Source: an optimization exercise on an open RTL-to-GDS flow (aim: a short achievable clock period and few clock cycles per item). Production flows keep margins and buffers that such runs may drop.
The RTL was checked by simulation tests, not by an equivalence proof against the original design.
No activity file was given, so power comes from the tool's default toggle rates.

// rv_core
module rv_core (
	input  logic clk,
	input  logic rst,
	output logic [31:0] imem_addr,
	input  logic [31:0] imem_data,
	output logic [31:0] dmem_addr,
	output logic [31:0] dmem_wdata,
	output logic dmem_we,
	input  logic [31:0] dmem_rdata
);
Size in the first run: ~11000 cells after synthesis, roughly 160 I/O pins, ~0.14 mm2 of cells after synthesis.
make LEC_CHECK=0 CAP_MARGIN=20 CORE_MARGIN=2 CORE_UTILIZATION=45 SETUP_SLACK_MARGIN=4.0 SLEW_MARGIN=20 SYNTH_HIERARCHICAL=1 SYNTH_MINIMUM_KEEP_SIZE=0 finish   # period 7.0 ns
run.sh (not shown) runs the stock make flow with config.mk's settings and CLKGATE_MAP_FILE= SYNTH_SCRIPT=/design/flow/synth_recipe.tcl, a recipe that flattens the netlist after the stock synthesis.
Testbench counts at the start, summed over its fixed seeds: cycles 107,787, programs 48.
Next try:
--- a/flow/design.v
+++ b/flow/design.v
@@ -64,16 +64,15 @@
 	localparam logic [6:0] OP_STORE  = 7'b0100011;
 	localparam logic [6:0] OP_OP     = 7'b0110011;
 	localparam logic [6:0] OP_OP_IMM = 7'b0010011;
 	localparam logic [6:0] OP_BRANCH = 7'b1100011;
 	localparam logic [6:0] OP_JAL    = 7'b1101111;
 	logic [31:0] pc_f;
 	logic [4:0]  rs1_d, rs2_d, rd_d;
-	logic [31:0] imm_d, target_d, link_d, nxt_d, lk_d;
-	logic        lh_d;
+	logic [31:0] imm_d, target_d, link_d, nxt_d;
 	logic [31:1] sel1_d, sel2_d;  
 	logic        byp1_d, byp2_d;  
 	logic        wr_d, ld_d, st_d, br_d, jal_d, use1_d, use2_d, useimm_d;
 	logic        sub_d, slt_d, and_d, or_d;
 	logic [31:0] a_e, b_e, bi_e, target_e, link_e;
 	logic [4:0]  rd_e;
 	logic        wr_e, ld_e, st_e, br_e, jal_e, zr_e;
@@ -149,15 +148,15 @@
 	end
 	localparam int PH = 5;
 	logic [1:0] cnt [128];
 	logic [PH-1:0] ghist, gh_d, gh_e;
 	logic [6:0] bi0, bi1, bidx_q, bidx_d, bidx_e;
 	logic bp_q, pv_d, pv_e, pred_d, pred_e, brc_f, ptk_f;
 	assign brc_f = br_f && !bra_f;
-	assign ptk_f = brc_f && seq_q && (lp_hq ? lp_tq : bp_q);
+	assign ptk_f = brc_f && seq_q && bp_q;
 	assign bi0 = pc_f[8:2] ^ 7'(ghist);
 	assign bi1 = pc_f[8:2] ^ 7'({ghist[PH-2:0], 1'b0});
 	always_ff @(posedge clk) begin
 		bp_q <= brc_f ? cnt[bi1][1] : cnt[bi0][1];
 		bidx_q <= brc_f ? bi1 : bi0;
 		if (rst)
 			ghist <= '0;
@@ -177,60 +176,14 @@
 				if (taken_e && cnt[i] != 2'b11)
 					cnt[i] <= cnt[i] + 2'b01;
 				else if (!taken_e && cnt[i] != 2'b00)
 					cnt[i] <= cnt[i] - 2'b01;
 			end
 		end
 	end
-	localparam int LN = 8;
-	logic [31:0] lp_key [LN];
-	logic [3:0] lp_trip [LN], lp_cur [LN];
-	logic [LN-1:0] lp_v, lp_conf, lp_m;
-	logic lp_h, lp_k, lp_t, lp_hq, lp_kq, lp_tq;
-	always_comb begin
-		lp_h = 1'b0;
-		lp_k = 1'b0;
-		lp_t = 1'b0;
-		for (int i = 0; i < LN; i++) begin
-			lp_m[i] = lp_v[i] && (pc_f[4:2] == 3'(i)) &&
-				(lp_key[i][31:5] == pc_f[31:5]) && (lp_key[i][1:0] == pc_f[1:0]);
-			lp_k = lp_k | lp_m[i];
-			lp_h = lp_h | (lp_m[i] && lp_conf[i]);
-			lp_t = lp_t | (lp_m[i] && lp_conf[i] && lp_cur[i] == lp_trip[i]);
-		end
-	end
-	logic lu_v;
-	logic [2:0] lu_i;
-	assign lu_v = zt_d && !stall_d && !redirect_e;
-	assign lu_i = lk_d[4:2];
-	always_ff @(posedge clk) begin
-		lp_hq <= lp_h;
-		lp_kq <= lp_k;
-		lp_tq <= lp_t;
-		for (int i = 0; i < LN; i++) begin
-			if (rst)
-				lp_v[i] <= 1'b0;
-			else if (lu_v && lu_i == 3'(i))
-				lp_v[i] <= 1'b1;
-			if (lu_v && lu_i == 3'(i)) begin
-				if (!lh_d) begin
-					lp_key[i] <= lk_d;
-					lp_conf[i] <= 1'b0;
-					lp_cur[i] <= zero_e ? 4'd0 : 4'd1;
-				end else if (!zero_e) begin
-					if (lp_cur[i] != 4'd15)
-						lp_cur[i] <= lp_cur[i] + 4'd1;
-				end else begin
-					lp_conf[i] <= 1'b1;
-					lp_trip[i] <= lp_cur[i];
-					lp_cur[i] <= 4'd0;
-				end
-			end
-		end
-	end
 	logic [31:0] pc_early, nxt_f;
 	logic take_j, take_b, fold_f, seq_n;
 	assign fold_f = seq_q && fj_hq;
 	assign nxt_f = fold_f ? fj_tq : pc4_f;
 	assign pc_early = rst ? 32'h0000_0000 : redirect_e ? target_e : redirect_d ? target_d :
 		stall_d ? nxt_d : nxt_f;
 	assign take_j = !rst && !redirect_e && !redirect_d && !stall_d && jal_f;
@@ -271,16 +224,14 @@
 			rs1_d <= rs1_f;
 			rs2_d <= rs2_f;
 			rd_d <= rd_f;
 			useimm_d <= ld_f || st_f || opi_f;
 			imm_d <= st_f ? imm_s_f : imm_i_f;
 			target_d <= ptk_f ? pc4_f : tgt_b_f;
 			pred_d <= ptk_f;
-			lk_d <= pc_f - 32'd4;
-			lh_d <= seq_q && lp_kq;
 			pv_d <= seq_q;
 			bidx_d <= bidx_q;
 			gh_d <= ghist;
 			link_d <= pc4_f;
 			nxt_d <= ptk_f ? tgt_b_f : nxt_f;
 			sub_d <= op_f && ((ins[14:12] == 3'b000 && ins[30]) || ins[14:12] == 3'b010);
 			slt_d <= op_f && ins[14:12] == 3'b010;
Result:
- critical path depth goes up by 9
- power goes down by about 10%
- fmax goes up by about 3%
- count of clock-buffer cells in the layout goes down by 43
- setup slack gains 0.11 ns
- via count goes down by about 8%
- routed wire length goes down by 8.1%
- die area goes down by about 10%
- global-route usage goes up by 1.2 points
- clock power goes down by about 10%
Testbench counts after the change, summed over its fixed seeds: cycles 108,932, programs 48.

## separate check: timing with driven ports
The flow's constraints put no driver on any port. The routed layouts listed below were extracted and timed again, unchanged, in two steps. Step 1 assumes that a clkbuf_16 drives the clock port and a buf_2 every other input. Step 2 adds t to the input delays and takes it off the output delays; t is the mean of the earliest and latest rising clock arrival at the registers after step 1. Input paths then give back, and output paths get back, about the clock's delay inside the block. a / b / c = ideal / step 1 / step 2; a / b = the first two.
run	shift t [ns]	setup slack, ns	worst hold slack (ns)	worst setup path after step 2
the first run	1.054	3.595 / 3.595 / 2.777	0.325 / 0.325 / 0.325	input to register
the second run	1.034	3.700 / 3.700 / 2.870	0.340 / 0.340 / 0.340	input to register
After both steps every run listed still meets setup and hold. For the second run, which loses most, drivers alone change the setup slack by 0.000 ns; drivers and shift together by -0.830 ns.
